This is an optimization exercise on Yosys and OpenROAD, whose aim is small area, a short achievable clock period and few clock cycles, not a production implementation. Where RTL was checked, it was by simulation tests only, not by an equivalence proof against the original. Only the layout flow was run in run 2; the RTL was not checked for function there. In every run shown here, the design's own scripts or RTL, not TritonCTS, make the clock network. No driver is modelled on the clock port, so clock power and skew are understated where the tree is cut down; a real chip needs a root buffer or a tree. Power and IR drop assume default switching activity.

## config.mk

```make
export PLATFORM = sky130hd
export DESIGN_NAME = image_dilation_3x3
export DESIGN_NICKNAME = image_dilation_3x3
export VERILOG_FILES = /design/flow/design.v
export SDC_FILE = /design/flow/constraint.sdc
export NUM_CORES = 4
export LEC_CHECK = 0
export ABC_CLOCK_PERIOD_IN_PS = 2000
export CAP_MARGIN = 20
export CORE_MARGIN = 2
export CORE_UTILIZATION = 70
export CTS_CLUSTER_DIAMETER = 120
export CTS_CLUSTER_SIZE = 28
export PLACE_DENSITY = 0.8
export SETUP_SLACK_MARGIN = 3.15
export SLEW_MARGIN = 20
```

## constraint.sdc

```tcl
create_clock -name core_clock -period 5.0 [get_ports {clk}]
set_input_delay 1.0000 -clock core_clock [delete_from_list [all_inputs] [get_ports {clk}]]
set_output_delay 1.0000 -clock core_clock [all_outputs]
set_load 0.01 [all_outputs]
```

## design.v

```verilog
package img_pkg;
  localparam int COL_DFLT = 640;
  localparam int ROW_DFLT = 480;
  localparam int GRP      = 5;
  localparam int WORD_W   = 7;
  localparam logic [7:0] PIX_FG = 8'hFF;
  localparam logic [7:0] PIX_BG = 8'h00;
endpackage
module line_buffer_1b
#(
  parameter int DEPTH = 128,
  parameter int W     = 8,
  parameter int WR    = 6
) (
  input  logic         clk,
  input  logic         we,
  input  logic [W-1:0] wd,
  output logic [W-1:0] rd
);
  logic [DEPTH*W-1:0] st_q;
  assign rd = st_q[(DEPTH-1)*W +: W];
  always_ff @(posedge clk) begin
    st_q <= {st_q[(DEPTH-1)*W-1:0], st_q[(DEPTH-1)*W +: W]};
    if (we) st_q[WR*W +: W] <= wd;
  end
endmodule
import img_pkg::*;
module image_dilation_3x3
#(
  parameter int COL    = COL_DFLT,
  parameter int ROW    = ROW_DFLT,
  parameter int THRESH = 128
) (
  input  logic       clk,
  input  logic       rst,
  input  logic [7:0] data_in,
  input  logic       in_valid,
  output logic       in_ready,
  output logic [7:0] data_out,
  output logic       w_en,
  output logic       frame_done
);
  localparam int NG    = COL / GRP;           
  localparam int GW    = $clog2(NG);
  localparam int RW    = $clog2(ROW);
  localparam int FD    = 8;                   
  localparam int FW    = $clog2(FD + 1);
  localparam int WRSTG = GRP + 2;             
  localparam logic [1:0] M_IDLE = 2'd0, M_RUN = 2'd1, M_FLUSH = 2'd2;
  function automatic logic [2:0] rk_next(input logic [2:0] q, input logic [1:0] s);
    case ({q, s})
      5'b000_00: rk_next = 3'd2;
      5'b000_01: rk_next = 3'd1;
      5'b000_10: rk_next = 3'd0;
      5'b001_00: rk_next = 3'd2;
      5'b001_01: rk_next = 3'd1;
      5'b001_10: rk_next = 3'd3;
      5'b010_00: rk_next = 3'd2;
      5'b010_01: rk_next = 3'd4;
      5'b010_10: rk_next = 3'd3;
      5'b011_00: rk_next = 3'd0;
      5'b011_01: rk_next = 3'd0;
      5'b011_10: rk_next = 3'd5;
      5'b100_00: rk_next = 3'd0;
      5'b100_01: rk_next = 3'd6;
      5'b100_10: rk_next = 3'd3;
      5'b101_00: rk_next = 3'd0;
      5'b101_01: rk_next = 3'd0;
      5'b101_10: rk_next = 3'd0;
      5'b110_00: rk_next = 3'd0;
      5'b110_01: rk_next = 3'd1;
      5'b110_10: rk_next = 3'd3;
      default: rk_next = 3'd0;
    endcase
  endfunction
  function automatic logic [13:0] rk_parts(input logic [2:0] q, input logic [4:0] ph);
    logic [6:0] v1, v2;
    v1 = '0;
    v2 = '0;
    case (q)
      3'd0: begin
        if (ph[0]) v1 = v1 | 7'd18;
        if (ph[0]) v2 = v2 | 7'd45;
        if (ph[1]) v1 = v1 | 7'd10;
        if (ph[1]) v2 = v2 | 7'd24;
        if (ph[2]) v1 = v1 | 7'd6;
        if (ph[2]) v2 = v2 | 7'd13;
        if (ph[3]) v1 = v1 | 7'd3;
        if (ph[3]) v2 = v2 | 7'd6;
        if (ph[4]) v1 = v1 | 7'd1;
        if (ph[4]) v2 = v2 | 7'd2;
      end
      3'd1: begin
        if (ph[0]) v1 = v1 | 7'd18;
        if (ph[0]) v2 = v2 | 7'd45;
        if (ph[1]) v1 = v1 | 7'd10;
        if (ph[1]) v2 = v2 | 7'd24;
        if (ph[2]) v1 = v1 | 7'd6;
        if (ph[2]) v2 = v2 | 7'd13;
        if (ph[3]) v1 = v1 | 7'd3;
        if (ph[3]) v2 = v2 | 7'd6;
        if (ph[4]) v1 = v1 | 7'd1;
        if (ph[4]) v2 = v2 | 7'd2;
      end
      3'd2: begin
        if (ph[0]) v1 = v1 | 7'd18;
        if (ph[0]) v2 = v2 | 7'd29;
        if (ph[1]) v1 = v1 | 7'd10;
        if (ph[1]) v2 = v2 | 7'd15;
        if (ph[2]) v1 = v1 | 7'd6;
        if (ph[2]) v2 = v2 | 7'd9;
        if (ph[3]) v1 = v1 | 7'd3;
        if (ph[3]) v2 = v2 | 7'd5;
        if (ph[4]) v1 = v1 | 7'd1;
        if (ph[4]) v2 = v2 | 7'd2;
      end
      3'd4: begin
        if (ph[0]) v2 = v2 | 7'd17;
        if (ph[1]) v2 = v2 | 7'd8;
        if (ph[2]) v2 = v2 | 7'd4;
        if (ph[3]) v2 = v2 | 7'd2;
        if (ph[4]) v2 = v2 | 7'd1;
      end
      3'd6: begin
        if (ph[0]) v2 = v2 | 7'd27;
        if (ph[1]) v2 = v2 | 7'd14;
        if (ph[2]) v2 = v2 | 7'd7;
        if (ph[3]) v2 = v2 | 7'd3;
        if (ph[4]) v2 = v2 | 7'd1;
      end
      default: ;
    endcase
    rk_parts = {v2, v1};
  endfunction
  function automatic logic [9:0] rk_dec(input logic [6:0] r);
    case (r)
      7'd0: rk_dec = 10'b00000_00000;
      7'd1: rk_dec = 10'b00000_10000;
      7'd2: rk_dec = 10'b10000_10000;
      7'd3: rk_dec = 10'b00000_11000;
      7'd4: rk_dec = 10'b10000_11000;
      7'd5: rk_dec = 10'b11000_11000;
      7'd6: rk_dec = 10'b00000_11100;
      7'd7: rk_dec = 10'b10000_11100;
      7'd8: rk_dec = 10'b11000_11100;
      7'd9: rk_dec = 10'b11100_11100;
      7'd10: rk_dec = 10'b00000_01110;
      7'd11: rk_dec = 10'b00000_11110;
      7'd12: rk_dec = 10'b10000_11110;
      7'd13: rk_dec = 10'b11000_11110;
      7'd14: rk_dec = 10'b11100_11110;
      7'd15: rk_dec = 10'b01110_01110;
      7'd16: rk_dec = 10'b01110_11110;
      7'd17: rk_dec = 10'b11110_11110;
      7'd18: rk_dec = 10'b00000_00001;
      7'd19: rk_dec = 10'b00000_10001;
      7'd20: rk_dec = 10'b10000_10001;
      7'd21: rk_dec = 10'b00000_11001;
      7'd22: rk_dec = 10'b10000_11001;
      7'd23: rk_dec = 10'b11000_11001;
      7'd24: rk_dec = 10'b00000_11101;
      7'd25: rk_dec = 10'b10000_11101;
      7'd26: rk_dec = 10'b11000_11101;
      7'd27: rk_dec = 10'b11100_11101;
      7'd28: rk_dec = 10'b00000_00011;
      7'd29: rk_dec = 10'b00000_10011;
      7'd30: rk_dec = 10'b10000_10011;
      7'd31: rk_dec = 10'b00000_11011;
      7'd32: rk_dec = 10'b10000_11011;
      7'd33: rk_dec = 10'b11000_11011;
      7'd34: rk_dec = 10'b00000_00111;
      7'd35: rk_dec = 10'b00000_10111;
      7'd36: rk_dec = 10'b10000_10111;
      7'd37: rk_dec = 10'b00000_01111;
      7'd38: rk_dec = 10'b00000_11111;
      7'd39: rk_dec = 10'b10000_11111;
      7'd40: rk_dec = 10'b11000_11111;
      7'd41: rk_dec = 10'b11100_11111;
      7'd42: rk_dec = 10'b01110_01111;
      7'd43: rk_dec = 10'b01110_11111;
      7'd44: rk_dec = 10'b11110_11111;
      7'd45: rk_dec = 10'b00001_00001;
      7'd46: rk_dec = 10'b00001_10001;
      7'd47: rk_dec = 10'b10001_10001;
      7'd48: rk_dec = 10'b00001_11001;
      7'd49: rk_dec = 10'b10001_11001;
      7'd50: rk_dec = 10'b11001_11001;
      7'd51: rk_dec = 10'b00001_11101;
      7'd52: rk_dec = 10'b10001_11101;
      7'd53: rk_dec = 10'b11001_11101;
      7'd54: rk_dec = 10'b11101_11101;
      7'd55: rk_dec = 10'b00001_00011;
      7'd56: rk_dec = 10'b00001_10011;
      7'd57: rk_dec = 10'b10001_10011;
      7'd58: rk_dec = 10'b00001_11011;
      7'd59: rk_dec = 10'b10001_11011;
      7'd60: rk_dec = 10'b11001_11011;
      7'd61: rk_dec = 10'b00001_00111;
      7'd62: rk_dec = 10'b00001_10111;
      7'd63: rk_dec = 10'b10001_10111;
      7'd64: rk_dec = 10'b00001_01111;
      7'd65: rk_dec = 10'b00001_11111;
      7'd66: rk_dec = 10'b10001_11111;
      7'd67: rk_dec = 10'b11001_11111;
      7'd68: rk_dec = 10'b11101_11111;
      7'd69: rk_dec = 10'b00011_00011;
      7'd70: rk_dec = 10'b00011_10011;
      7'd71: rk_dec = 10'b10011_10011;
      7'd72: rk_dec = 10'b00011_11011;
      7'd73: rk_dec = 10'b10011_11011;
      7'd74: rk_dec = 10'b11011_11011;
      7'd75: rk_dec = 10'b00011_00111;
      7'd76: rk_dec = 10'b00011_10111;
      7'd77: rk_dec = 10'b10011_10111;
      7'd78: rk_dec = 10'b00011_01111;
      7'd79: rk_dec = 10'b00011_11111;
      7'd80: rk_dec = 10'b10011_11111;
      7'd81: rk_dec = 10'b11011_11111;
      7'd82: rk_dec = 10'b00111_00111;
      7'd83: rk_dec = 10'b00111_10111;
      7'd84: rk_dec = 10'b10111_10111;
      7'd85: rk_dec = 10'b00111_01111;
      7'd86: rk_dec = 10'b00111_11111;
      7'd87: rk_dec = 10'b10111_11111;
      7'd88: rk_dec = 10'b01111_01111;
      7'd89: rk_dec = 10'b01111_11111;
      7'd90: rk_dec = 10'b11111_11111;
      default: rk_dec = 10'd0;
    endcase
  endfunction
  function automatic logic [WORD_W-1:0] add_w(input logic [WORD_W-1:0] a,
                                               input logic [WORD_W-1:0] b);
    logic [WORD_W-1:0] g, p, gn, pn;
    g = a & b;
    p = a ^ b;
    for (int d = 1; d < WORD_W; d = d * 2) begin
      gn = g;
      pn = p;
      for (int i = d; i < WORD_W; i = i + 1) begin
        gn[i] = g[i] | (p[i] & g[i-d]);
        pn[i] = p[i] & p[i-d];
      end
      g = gn;
      p = pn;
    end
    add_w = (a ^ b) ^ {g[WORD_W-2:0], 1'b0};
  endfunction
  logic [1:0]     mode_q;
  logic [6:0]     wait_q;                     
  logic           wz_q;                       
  logic [GRP-1:0] ph_q;                       
  logic [GW-1:0]  grp_q;                      
  logic           g0_q, glast_q;              
  logic [RW-1:0]  row_q;                      
  logic           r0_q, r1_q, rlast_q;        
  logic [FW-1:0]  cnt_q;                      
  logic           ne_q;                       
  logic [FD-1:0]  fifo_q;                     
  logic           in_ready_q, w_en_q, frame_done_q;
  logic           dout_q, douth_q;            
  logic           z1_q, z2_q;                 
  logic [GRP-1:0] dx_q, db_q;                 
  logic [2:0]     qe_q;
  logic [WORD_W-1:0] inc_q;
  logic [GRP-1:0] pe_q;                       
  logic [WORD_W-1:0] acc_q;
  logic           wr_q;
  logic [WORD_W-1:0] st_rd;
  line_buffer_1b #(.DEPTH(NG), .W(WORD_W), .WR(WRSTG)) u_store (
    .clk(clk), .we(wr_q), .wd(acc_q), .rd(st_rd)
  );
  logic push, pop, step, emit, flush, idle;
  logic cs0, cslast, last_pix, last_out;
  logic z, h, xo, bo, o;
  logic [1:0] tn;
  logic [2:0] qe_b;
  logic [WORD_W-1:0] acc_b, inc1, inc2;
  logic [FW-1:0] cnt_d, cnt_inc, cnt_dec;
  logic          ne_d, full_d;
  logic [6:0]    wait_d;
  assign flush = (mode_q == M_FLUSH);
  assign idle  = (mode_q == M_IDLE);
  assign push  = in_valid && in_ready_q;
  assign step  = flush || (ne_q && (idle || wz_q));
  assign pop   = step && !flush;
  assign cs0      = ph_q[0] && g0_q;
  assign cslast   = ph_q[GRP-1] && glast_q;
  assign last_pix = rlast_q && glast_q && ph_q[GRP-2];   
  assign last_out = r0_q && cslast;                      
  assign z  = !flush && fifo_q[0];
  assign h  = (z && !cslast) || z1_q || (z2_q && !cs0);
  assign xo = |(dx_q & ph_q);
  assign bo = |(db_q & ph_q);
  assign o  = (r1_q ? xo : bo) || h;
  assign tn = h ? 2'd2 : {1'b0, xo && !r0_q};
  assign qe_b   = ph_q[0] ? 3'd0 : qe_q;
  assign {inc2, inc1} = rk_parts(qe_b, ph_q);
  assign acc_b  = pe_q[0] ? '0 : acc_q;
  assign emit = step && !idle && (flush || !r0_q);
  assign cnt_inc = cnt_q + 1'b1;
  assign cnt_dec = cnt_q - 1'b1;
  assign cnt_d   = (push && !pop) ? cnt_inc : ((pop && !push) ? cnt_dec : cnt_q);
  assign ne_d    = push || (cnt_q > FW'(1)) || (ne_q && !pop);
  assign full_d  = !pop && ((cnt_q == FW'(FD)) || (push && cnt_q == FW'(FD - 1)));
  assign wait_d = step ? 7'd0 : wait_q + 7'd1;
  assign in_ready   = in_ready_q;
  assign data_out   = {douth_q ? PIX_FG[7:4] : PIX_BG[7:4], dout_q ? PIX_FG[3:0] : PIX_BG[3:0]};
  assign w_en       = w_en_q;
  assign frame_done = frame_done_q;
  always_ff @(posedge clk) begin
    for (int i = 0; i < FD; i = i + 1) begin
      if (pop) begin
        if (push && cnt_q == FW'(i + 1)) fifo_q[i] <= data_in >= 8'(THRESH);
        else if (i < FD - 1)             fifo_q[i] <= fifo_q[(i < FD - 1) ? i + 1 : i];
      end else if (push && cnt_q == FW'(i)) begin
        fifo_q[i] <= data_in >= 8'(THRESH);
      end
    end
  end
  always_ff @(posedge clk) begin
    dout_q     <= o;
    in_ready_q <= !full_d;
    wr_q   <= step && pe_q[GRP-1];
    if (step) begin
      douth_q <= o;
      z1_q <= z;
      z2_q <= z1_q;
      qe_q  <= rk_next(qe_b, tn);
      inc_q <= h ? inc2 : ((xo && !r0_q) ? inc1 : '0);
      pe_q  <= ph_q;
      acc_q <= add_w(acc_b, inc_q);
      if (ph_q[GRP-1]) {dx_q, db_q} <= rk_dec(st_rd);
    end
  end
  always_ff @(posedge clk or posedge rst) begin
    if (rst) begin
      mode_q       <= M_IDLE;
      cnt_q        <= '0;
      ne_q         <= 1'b0;
      w_en_q       <= 1'b0;
      frame_done_q <= 1'b0;
    end else begin
      cnt_q        <= cnt_d;
      ne_q         <= ne_d;
      w_en_q       <= emit;
      frame_done_q <= emit && last_out;
      if (step) begin
        case (mode_q)
          M_IDLE:  mode_q <= M_RUN;
          M_RUN:   if (last_pix) mode_q <= M_FLUSH;
          default: if (last_out) mode_q <= M_IDLE;
        endcase
      end
    end
  end
  always_ff @(posedge clk) begin
    wait_q <= wait_d;
    wz_q   <= (wait_d == '0);
    if (step) begin
      if (idle) begin
        ph_q    <= GRP'(1);
        grp_q   <= '0;
        g0_q    <= 1'b1;
        glast_q <= 1'b0;
        row_q   <= '0;
        r0_q    <= 1'b1;
        r1_q    <= 1'b0;
        rlast_q <= 1'b0;
      end else begin
        ph_q <= {ph_q[GRP-2:0], ph_q[GRP-1]};
        if (ph_q[GRP-1]) begin
          if (glast_q) begin
            grp_q   <= '0;
            g0_q    <= 1'b1;
            glast_q <= 1'b0;
            row_q   <= rlast_q ? '0 : row_q + 1'b1;
            r0_q    <= rlast_q;
            r1_q    <= r0_q;
            rlast_q <= (row_q == RW'(ROW - 2));
          end else begin
            grp_q   <= grp_q + 1'b1;
            g0_q    <= 1'b0;
            glast_q <= (grp_q == GW'(NG - 2));
          end
        end
      end
    end
  end
endmodule
```

## flow/run.sh

```bash
#!/bin/bash
# Standard layout (the standard.sh, all ORFS steps), except that the
# clock tree is built by flow/clock_tree.tcl: a balanced two-level tree in
# place of TritonCTS's three levels. The tree is sourced through ORFS's
# PRE_CTS_TCL hook; the CTS step's repair and legalization run as usual.
set -euo pipefail
export PRE_CTS_TCL="$PWD/flow/clock_tree.tcl"
bash standard.sh > standard_flow.log 2>&1
```

## flow/clock_tree.tcl

```tcl
# Two-level clock tree built by hand in place of TritonCTS (sourced as
# PRE_CTS_TCL, before the standard CTS step runs its repair and legalizing).
# The clock port feeds NROOT root buffers; each root feeds a share of the
# leaf buffers; each leaf buffer feeds one cluster of about CL_SIZE clock
# pins found by k-means on the placed flip-flops. Every register sits two
# buffers from the port, so the tree is balanced; it is only shallower than
# TritonCTS's three levels.
set cl_size 20
set nroot   4
set buf_name sky130_fd_sc_hd__clkbuf_16

set db    [ord::get_db]
set block [ord::get_db_block]
set bufm  [$db findMaster $buf_name]
set clk   [$block findNet clk]

# clock pins of the registers
set sinks {}
foreach it [$clk getITerms] {
  set inst [$it getInst]
  set bb [$inst getBBox]
  set x [expr {([$bb xMin] + [$bb xMax]) / 2.0}]
  set y [expr {([$bb yMin] + [$bb yMax]) / 2.0}]
  lappend sinks [list $it $x $y]
}
set n [llength $sinks]
set k [expr {max(1, int(ceil(double($n) / $cl_size)))}]
puts "manual CTS: $n sinks, $k clusters"

# k-means, seeded along a sort by (x, y)
set sorted [lsort -real -index 1 $sinks]
set cx {}; set cy {}
for {set c 0} {$c < $k} {incr c} {
  set s [lindex $sorted [expr {int(($c + 0.5) * $n / $k)}]]
  lappend cx [lindex $s 1]; lappend cy [lindex $s 2]
}
for {set iter 0} {$iter < 30} {incr iter} {
  set sx [lrepeat $k 0.0]; set sy [lrepeat $k 0.0]; set sc [lrepeat $k 0]
  set asg {}
  foreach s $sinks {
    set x [lindex $s 1]; set y [lindex $s 2]
    set best 0; set bd 1e30
    for {set c 0} {$c < $k} {incr c} {
      set d [expr {abs($x - [lindex $cx $c]) + abs($y - [lindex $cy $c])}]
      if {$d < $bd} { set bd $d; set best $c }
    }
    lappend asg $best
    lset sx $best [expr {[lindex $sx $best] + $x}]
    lset sy $best [expr {[lindex $sy $best] + $y}]
    lset sc $best [expr {[lindex $sc $best] + 1}]
  }
  for {set c 0} {$c < $k} {incr c} {
    if {[lindex $sc $c] > 0} {
      lset cx $c [expr {[lindex $sx $c] / [lindex $sc $c]}]
      lset cy $c [expr {[lindex $sy $c] / [lindex $sc $c]}]
    }
  }
}

# leaf buffers
set leaves {}
for {set c 0} {$c < $k} {incr c} {
  if {[lindex $sc $c] == 0} { lappend leaves {}; continue }
  set b [odb::dbInst_create $block $bufm "clkbuf_leaf_$c"]
  $b setLocation [expr {int([lindex $cx $c])}] [expr {int([lindex $cy $c])}]
  $b setPlacementStatus PLACED
  set net [odb::dbNet_create $block "clknet_leaf_$c"]
  $net setSigType CLOCK
  [$b findITerm X] connect $net
  lappend leaves $b
}
set i 0
foreach s $sinks {
  set it [lindex $s 0]
  set c [lindex $asg $i]
  $it disconnect
  $it connect [$block findNet "clknet_leaf_$c"]
  incr i
}

# root buffers: split the leaves into nroot groups by angle around their centre
set used {}
set mx 0.0; set my 0.0
for {set c 0} {$c < $k} {incr c} {
  if {[lindex $sc $c] == 0} continue
  lappend used $c
  set mx [expr {$mx + [lindex $cx $c]}]; set my [expr {$my + [lindex $cy $c]}]
}
set nu [llength $used]
set mx [expr {$mx / $nu}]; set my [expr {$my / $nu}]
set ang {}
foreach c $used {
  lappend ang [list $c [expr {atan2([lindex $cy $c] - $my, [lindex $cx $c] - $mx)}]]
}
set ang [lsort -real -index 1 $ang]
set nr [expr {min($nroot, $nu)}]
for {set r 0} {$r < $nr} {incr r} {
  set grp {}
  for {set j [expr {$r * $nu / $nr}]} {$j < ($r + 1) * $nu / $nr} {incr j} {
    lappend grp [lindex [lindex $ang $j] 0]
  }
  set gx 0.0; set gy 0.0
  foreach c $grp { set gx [expr {$gx + [lindex $cx $c]}]; set gy [expr {$gy + [lindex $cy $c]}] }
  set gx [expr {$gx / [llength $grp]}]; set gy [expr {$gy / [llength $grp]}]
  set rb [odb::dbInst_create $block $bufm "clkbuf_root_$r"]
  $rb setLocation [expr {int($gx)}] [expr {int($gy)}]
  $rb setPlacementStatus PLACED
  set rnet [odb::dbNet_create $block "clknet_root_$r"]
  $rnet setSigType CLOCK
  [$rb findITerm X] connect $rnet
  [$rb findITerm A] connect $clk
  foreach c $grp { [[lindex $leaves $c] findITerm A] connect $rnet }
}
$clk setSigType CLOCK

# power pins of the new buffers
global_connect

# the tree is built: the standard CTS command does nothing from here on
proc clock_tree_synthesis {args} {
  puts "clock_tree_synthesis skipped: clock tree built by clock_tree.tcl"
}
```

## standard.sh

```bash
#!/bin/bash
# synth_recipe.tcl (not shown) runs the flow's synth.tcl, then flattens the netlist and writes it again
# the make line also repeats each setting of config.mk as NAME=value (left out here)
make -C /OpenROAD-flow-scripts/flow DESIGN_CONFIG=/design/flow/config.mk WORK_HOME=/design/flow/orfs CLKGATE_MAP_FILE= SYNTH_SCRIPT=/design/flow/synth_recipe.tcl "${@:-finish}"
```

==> summary.txt, run 1 <==
Floorplan
  • Site row count: 66
  • Die X-Extent: approximately 190 um
  • Initial Utilization: between 70% and 80%
  • Core ar.: 32500 sq um
  • Die area: roughly 35000 sq um
  • Ports: 22
  • Die H: 186 um

Setup path
  • Critical path type: flip-flop to flip-flop
  • Worst EP required: 5.17 ns
  • Startpoint types: flip-flop
  • Max FO, Critical Path: 4
  • Worst reg-to-reg setup slack: a little under 3 ns
  • Setup crit end kind: flip-flop
  • CP arrival: roughly 2.2 ns

Detailed routing
  • Final WL: 35300 um
  • DR pass1 iterations: 5
  • Post-route DRC: 0
  • Post-DRT Antenna Nets: 0
  • Vias: 9945
  • Vias per Instance: 5.06
  • DRT iter0 DRCs: 659
  • Post-DR wirelength/cell: between 15 and 20 um

Yosys
  • Async set-reset flop share out of synthesis: less than 1%
  • Distinct cells, synth: 66
  • Post-synth EDFFs: ~60
  • Syn nets: 1459
  • Synth area leaders: dfxtp_1 (79%), edfxtp_1 (7.6%), ha_1 (1.1%)
  • Post-Synthesis Cells: ~1400
  • Post-synth top flop: dfxtp_1
  • Post-synthesis sequential area ratio: roughly 90%
  • Library cell with the largest summed area after synthesis: dfxtp_1
  • Avg Cell Area, Syn: 16.3 sq um
  • Area fraction of the dominant cell type after synthesis: roughly four fifths
  • Yosys reg bits: 981
  • Post-Syn Area: 23200 sq um
  • Syn. warnings: 2

Global route
  • Gr usage total: 19.5%
  • Largest net degree at the start of global routing: 32
  • Global-route wire length before repair: 52800 um
  • Vias in the first global route: 9932
  • Overflow after GRT: 0
  • Antenna violations before repair: 0

Cells and area
  • End-of-flow core utilization: 79.7%
  • Ratio of cells with drive above 1 in the final layout: 14.6%
  • Commonest non-fill, non-tap cell in the layout: dfxtp_1
  • Most frequent cells in the layout: dfxtp_1 (905), edfxtp_1 (59), buf_4 (56), clkbuf_16 (54)
  • Design Area, Final: 25900 sq um
  • Final #Nets: 1560
  • Area grow syn2layout: 11.9%
  • Diodes inserted: 0
  • Final non-filler cell total: 1967

Worst hold path
  • HP Class: flip-flop to flip-flop

Timing
  • Pins over their slew limit: 0
  • Max_slew headroom: 60.1%
  • Fin crit period: 2.03 ns
  • Setup tns final: 0 ns
  • Final worst path period share: 40.7%
  • Final hold vios: 0
  • Unrepaired setup endpoints after global routing: true
  • Worst-margin pin slew: 0.598 ns
  • Layout Skew: 0.0389 ns
  • Finish-stage setup viols: 0
  • Max Freq: approximately 490 MHz

Placed design
  • DP HPWL: about 16000 um
  • DP Cell Count: 1847
  • Placed Area: 23800 sq um
  • Port Buffers: 14
  • GPL Wtd Cong: 0.788

Job
  • Total of max-cap violations: 0

Clock network
  • CTS Hold Bufs: 0
  • Clock latency (worst-skew pair): 0.41 ns
  • Worst-path clk slew: 0.08 ns

Power
  • Worst VDD drop: 0.408 mV
  • Power, Total: 15900 uW
  • Pwr Density: just over 600 nW/um^2
  • Leakage power: 0.0103 uW

Outcome
  • Status: complete, no violations
## registers in the layout (all words and copies together), names as in the netlist, 2 cells and up
name and flops:
wait_q 7, acc_q 7, cnt_q 4, pe_q 2
qe_q 3, u_store.st_q 896, inc_q 6, mode_q 2
row_q 9, grp_q 7, ph_q 5, db_q 5
dx_q 5, fifo_q 8
## worst max-delay path, cell delays in order, from the launching register on
cell and delay, ns:
edfxtp_1 0.49, buf_6 0.18, nor2b_4 0.17, ha_4 0.22, a21o_1 0.17, a21oi_2 0.19
o21bai_2 0.10, a21oi_2 0.18, xnor2_1 0.10
## power breakdown
group,internal (uW),switching [uW]
registers,9200,570
logic,943,1050
clock network,1910,2180
total,12100,3810
## repair_timing
item,in CTS,in global routing
cloned,2,0
gates resized for setup,60,72
buffers inserted,32,32
pin swaps,16,20
endpoints found under the setup margin,80,67
## logic make-up (layout without fill, tap and decap cells)
| family | after synthesis | in the layout | share of synthesized area [%] |
|---|---|---|---|
| DFF | 981 | 981 | 87.5 |
| adders and majority gates | 22 | 22 | 1.22 |
| buffers and inverters | 55 | 154 | 1.21 |
| and+or+nand+nor | 183 | 183 | 3.91 |
| xor gates and xnor gates | 26 | 26 | 0.982 |
| muxes | 27 | 27 | 1.43 |
| AOI/OAI and AO/OA | 132 | 132 | 3.78 |
## metal layers
metal	GRT usage (%)	vias up	part of all wire (%)
met3	2.48	60	4.8
met2	34.2	299	50
li1	-	4804	-
met4	3.75	0	1.9
met1	26.5	4782	43
met5	0	-	0
## per-stage QoR
stage | hold slack (ns) | worst slack (ns)
2_1_floorplan | 0.310 | 2.92
3_3_place_gp | 0.311 | 2.26
3_5_place_dp | 0.312 | 2.23
4_1_cts | 0.312 | 2.74
5_1_grt | 0.298 | 2.88
6_report | 0.297 | 2.97
## synth_stat cells, types with 12 or more instances
master / number
buf_2: 12
buf_4: 12
nor2_1: 49
a21oi_1: 34
xor2_1: 14
mux2i_1: 14
edfxtp_1: 59
nand3_1: 14
ha_1: 21
nand2_1: 47
inv_1: 17
nor2b_1: 19
xnor2_1: 12
o21ai_0: 24
dfxtp_1: 913
## layout make-up
cell class / instances / area [sq um]
timing repair buffer: 81 / 703
sequential: 981 / 20300
multi-input combinational: 390 / 2940
fill: 1684 / 6590
buffer: 54 / 1350
inverter: 18 / 85.1
timing repair inverter: 1 / 5.00
tap: 442 / 553
## worst paths after layout
check	from	endpoint	depth (start not counted)
max in group asynchronous	rst	ne_q	2
min in group asynchronous	rst	cnt_q[1]	2
hold reg to reg	u_store.st_q[551]	u_store.st_q[558]	0
setup reg to reg	pe_q[0]	acc_q[5]	8
hold / removal	u_store.st_q[551]	u_store.st_q[558]	0
setup / recovery	pe_q[0]	acc_q[5]	8
Testbench counts, summed over its fixed seeds: cycles 1,847,052.
==> inputs of run 2 (changes only) <==
--- a/design.v
+++ b/design.v
@@ -10,7 +10,8 @@
 #(
   parameter int DEPTH = 128,
   parameter int W     = 8,
-  parameter int WR    = 6
+  parameter int WR    = 6,
+  parameter int RD    = DEPTH - 1
 ) (
   input  logic         clk,
   input  logic         we,
@@ -18,7 +19,7 @@
   output logic [W-1:0] rd
 );
   logic [DEPTH*W-1:0] st_q;
-  assign rd = st_q[(DEPTH-1)*W +: W];
+  assign rd = st_q[RD*W +: W];
   always_ff @(posedge clk) begin
     st_q <= {st_q[(DEPTH-1)*W-1:0], st_q[(DEPTH-1)*W +: W]};
     if (we) st_q[WR*W +: W] <= wd;
@@ -262,19 +263,20 @@
   logic [GRP-1:0] dx_q, db_q;                 
   logic [2:0]     qe_q;
   logic [WORD_W-1:0] inc_q;
+  logic [WORD_W-1:0] accs_q, accc_q;          
   logic [GRP-1:0] pe_q;                       
-  logic [WORD_W-1:0] acc_q;
+  logic [2*GRP-1:0] pd_q;                     
   logic           wr_q;
   logic [WORD_W-1:0] st_rd;
-  line_buffer_1b #(.DEPTH(NG), .W(WORD_W), .WR(WRSTG)) u_store (
-    .clk(clk), .we(wr_q), .wd(acc_q), .rd(st_rd)
+  line_buffer_1b #(.DEPTH(NG), .W(WORD_W), .WR(WRSTG), .RD(NG - 2)) u_store (
+    .clk(clk), .we(wr_q), .wd(add_w(accs_q, accc_q)), .rd(st_rd)
   );
   logic push, pop, step, emit, flush, idle;
   logic cs0, cslast, last_pix, last_out;
   logic z, h, xo, bo, o;
   logic [1:0] tn;
   logic [2:0] qe_b;
-  logic [WORD_W-1:0] acc_b, inc1, inc2;
+  logic [WORD_W-1:0] inc1, inc2;
   logic [FW-1:0] cnt_d, cnt_inc, cnt_dec;
   logic          ne_d, full_d;
   logic [6:0]    wait_d;
@@ -295,7 +297,6 @@
   assign tn = h ? 2'd2 : {1'b0, xo && !r0_q};
   assign qe_b   = ph_q[0] ? 3'd0 : qe_q;
   assign {inc2, inc1} = rk_parts(qe_b, ph_q);
-  assign acc_b  = pe_q[0] ? '0 : acc_q;
   assign emit = step && !idle && (flush || !r0_q);
   assign cnt_inc = cnt_q + 1'b1;
   assign cnt_dec = cnt_q - 1'b1;
@@ -319,17 +320,26 @@
   end
   always_ff @(posedge clk) begin
     dout_q     <= o;
+    douth_q    <= o && step;
+    pd_q       <= rk_dec(st_rd);
     in_ready_q <= !full_d;
     wr_q   <= step && pe_q[GRP-1];
     if (step) begin
-      douth_q <= o;
       z1_q <= z;
       z2_q <= z1_q;
       qe_q  <= rk_next(qe_b, tn);
       inc_q <= h ? inc2 : ((xo && !r0_q) ? inc1 : '0);
       pe_q  <= ph_q;
-      acc_q <= add_w(acc_b, inc_q);
-      if (ph_q[GRP-1]) {dx_q, db_q} <= rk_dec(st_rd);
+      if (pe_q[0]) begin
+        accs_q <= inc_q;
+        accc_q <= '0;
+      end else begin
+        accs_q <= accs_q ^ accc_q ^ inc_q;
+        accc_q <= {(accs_q[WORD_W-2:0] & accc_q[WORD_W-2:0]) |
+                   (accs_q[WORD_W-2:0] & inc_q[WORD_W-2:0]) |
+                   (accc_q[WORD_W-2:0] & inc_q[WORD_W-2:0]), 1'b0};
+      end
+      if (ph_q[GRP-1]) {dx_q, db_q} <= pd_q;
     end
   end
   always_ff @(posedge clk or posedge rst) begin
--- a/flow/clock_tree.tcl
+++ b/flow/clock_tree.tcl
@@ -5,7 +5,7 @@
 # pins found by k-means on the placed flip-flops. Every register sits two
 # buffers from the port, so the tree is balanced; it is only shallower than
 # TritonCTS's three levels.
-set cl_size 20
+set cl_size 26
 set nroot   4
 set buf_name sky130_fd_sc_hd__clkbuf_16
 
==> summary.txt, run 2 <==
Clock network
  • Worst-path clk slew: 0.12 ns
  • Clock latency (worst-skew pair): 0.41 ns

Timing
  • Worst-margin pin slew: 0.628 ns
  • Max_slew headroom: 58.0%
  • Max Freq: slightly above 500 MHz
  • Unrepaired setup endpoints after global routing: true
  • Layout Skew: 0.0512 ns
  • Finish-stage setup viols: 0
  • Fin crit period: 1.96 ns
  • Setup tns final: 0 ns
  • Pins over their slew limit: 0
  • Final worst path period share: 39.2%
  • Final hold vios: 0

Setup path
  • Startpoint types: flip-flop
  • Max FO, Critical Path: 4
  • Critical R2R Launch: accc_q[1]
  • Cell family with most CP delay: flip-flops
  • Worst reg-to-reg setup slack: between 3 and 4 ns
  • Critical path type: flip-flop to primary output
  • Critical path buffer and inverter count: 2
  • CP startpoint: douth_q
  • Worst EP required: 4.00 ns
  • R2R cell count: 7
  • Setup crit end: data_out[5]
  • Crit-path max cell delay: 0.36 ns
  • Worst path cell trace: buf_4 > buf_6
  • Crit path depth: 2
  • Crit-path slowest cell: dfxtp_4
  • CP arrival: 0.96 ns
  • Setup crit end kind: primary output
  • Worst r2r dst: u_store.st_q[54]

Yosys
  • Post-synthesis sequential area ratio: 86.8%
  • Async set-reset flop share out of synthesis: 0.903%
  • Post-Syn Area: roughly 24000 sq um
  • Post-synth EDFFs: 64
  • Post-Synthesis Cells: 1475
  • Yosys reg bits: 997
  • Avg Cell Area, Syn: 16.1 sq um
  • Top-count cell post-synth: dfxtp_1
  • Library cell with the largest summed area after synthesis: dfxtp_1
  • Area fraction of the dominant cell type after synthesis: between 70% and 80%
  • Distinct cells, synth: 73
  • Syn nets: 1513
  • Syn. warnings: 2
  • Post-synth top flop: dfxtp_1
  • Synth area leaders: dfxtp_1 (78%), edfxtp_1 (8.1%), ha_1 (1.1%)
  • Synth top cells by count: dfxtp_1 (924), edfxtp_1 (64), nor2_1 (58)

Global route
  • Global-route wire length before repair: 57000 um
  • Largest net degree at the start of global routing: 45
  • Vias in the first global route: 10500
  • Overflow after GRT: 0
  • Gr usage total: 20.2%
  • Antenna violations before repair: 0

Cells and area
  • End-of-flow core utilization: around 78%
  • Largest Register: u_store.st_q
  • Area grow syn2layout: 9.43%
  • Final non-filler cell total: 1985
  • Layout fillers: about 1800
  • Ratio of cells with drive above 1 in the final layout: about 11%
  • Commonest non-fill, non-tap cell in the layout: dfxtp_1
  • Most frequent cells in the layout: dfxtp_1 (917), edfxtp_1 (64), nor2_1 (55), clkbuf_16 (43), buf_4 (41)
  • Max FFs per register: between 800 and 900
  • Diodes inserted: 0
  • Largest regs: u_store.st_q: 896 flops, pd_q: 10 flops, row_q: 9 flops
  • Final #Nets: 1577

Floorplan
  • Initial Utilization: 70.9%
  • Die H: 188 um
  • Die X-Extent: between 150 and 200 um
  • Ports: 22
  • Site row count: between 60 and 70
  • Core ar.: 33500 sq um
  • Die area: 35500 sq um

Power
  • Switching share of power: 24.0%
  • Combinational power share: about an eighth
  • Int Power: between 10000 and 15000 uW
  • NetSw: 3490 uW
  • Worst VDD drop: 0.474 mV
  • Clock Power Share: 25.4%
  • Pwr Density: about 560 nW/um^2
  • Leakage power: 0.0103 uW
  • Flop pwr share: 62.4%

Detailed routing
  • Vias: 10200
  • Vias per Instance: about 5
  • Post-route DRC: 0
  • Final WL: 36400 um
  • DRT iter0 DRCs: a little under 600
  • Post-DRT Antenna Nets: 0
  • DR pass1 iterations: 5
  • Post-DR wirelength/cell: 18.3 um

Placed design
  • DP HPWL: 17900 um
  • GPL Wtd Cong: between 0.7 and 0.8
  • Port Buffers: 14
  • DP Cell Count: around 1900

Worst hold path
  • HP Class: flip-flop to flip-flop

Outcome
  • Status: complete, no violations

Job
  • Total of max-cap violations: 0
run 2: changes by cell type in the layout (fill, tap and decap cells not counted), sizes merged, moves of 8 or more:
cell    previous run  this run
clkbuf            60        45
a21oi             34        23
dfxtp            913       924
nor2              50        58
o21ai             29        38
buf               72        57
nand3             14        22
run 2: what timing repair did:
action	4_1_cts	5_1_grt
hold endpoints to repair	0	0
hold buffers	0	0
cloned	0	0
pin swaps	8	7
endpoints found under the setup margin	63	45
gates resized for setup	53	67
setup buffers	17	26
run 2: cell families after synthesis:
kind of cell             count (synthesis)  share of synthesized area (%)
XOR/XNOR                                27                          0.994
buffers and inverters                   65                           1.25
adder cells (fa/ha/maj)                 27                           1.61
multiplexers                            33                           1.53
AO/OA/AOI/OAI                          134                           3.89
flip-flops                             997                           86.8
AND/OR/NAND/NOR                        192                           3.92
run 2: layout make-up:
type                    count  area (sq um)  share of cell area, %
plain buffers              43          1080                   4.13
inverters                  22          93.8                  0.361
multi-input cells         413          3070                   11.8
flip-flops and latches    997         20700                   79.4
well taps                 448           561                   2.15
repair buffers             62           554                   2.13
run 2: worst min-delay path by stage:
stage,from,end,cells after the start,slack [ns]
global placement,u_store.st_q[37],u_store.st_q[44],0,0.31
finish,u_store.st_q[890],u_store.st_q[1],0,0.31
global route,u_store.st_q[891],u_store.st_q[2],0,0.31
CTS,u_store.st_q[140],u_store.st_q[147],0,0.31
detailed placement,u_store.st_q[373],u_store.st_q[380],0,0.31
floorplan,u_store.st_q[876],u_store.st_q[883],0,0.31
run 2: routing by layer:
metal  GRT usage (%)  wire, um
met1            27.7     15600
met2            35.1     17900
met3            2.25      1760
met4            5.08      1140
met5               0         0
run 2: through the flow:
| step | setup WS, ns | cell area [sq um] | total power, uW | hold WS, ns |
|---|---|---|---|---|
| after floorplan | 2.91 | 23800 | 10200 | 0.310 |
| after global placement | 2.28 | 24400 | 10400 | 0.310 |
| after detailed placement | 2.26 | 24400 | 10600 | 0.312 |
| after CTS | 2.83 | 25700 | 13800 | 0.312 |
| after global routing | 2.99 | 26000 | 15100 | 0.315 |
| final | 3.04 | 26000 | 14500 | 0.305 |
run 2: power groups by stage:
stage / logic, uW / clock network (uW) / registers (uW)
after global routing: 1920 / 4000 / 9130
after detailed placement: 1310 / 0 / 9240
final: 1780 / 3690 / 9080
after CTS: 1530 / 2960 / 9260
after floorplan: 1130 / 0 / 9040
after global placement: 1240 / 0 / 9200

[port drivers added, routing unchanged]
The flow's constraints put no driver on any port. The routed layouts listed below were extracted and timed again, unchanged, in two steps. Step 1 sets driving cells, clkbuf_16 on the clock port and buf_2 on the other inputs (assumed; they add their load-dependent delay and slew). Step 2 times the ports against the registers' clock, not the clock port: input delays grow and output delays shrink by t, the midpoint of the rising clock arrivals with the driver on. a / b / c = no drivers / after step 1 / after step 2; a / b = the first two.
run | shift t [ns] | setup slack, ns | worst setup path after step 2
run 1 | 0.495 | 2.966 / 2.867 / 2.733 | input to register
run 2 | 0.495 | 3.041 / 2.928 / 2.791 | input to register
After both steps every run listed still meets setup and hold. The setup slack of run 2, which loses most, moves by -0.113 ns with the drivers and by -0.250 ns with both steps.
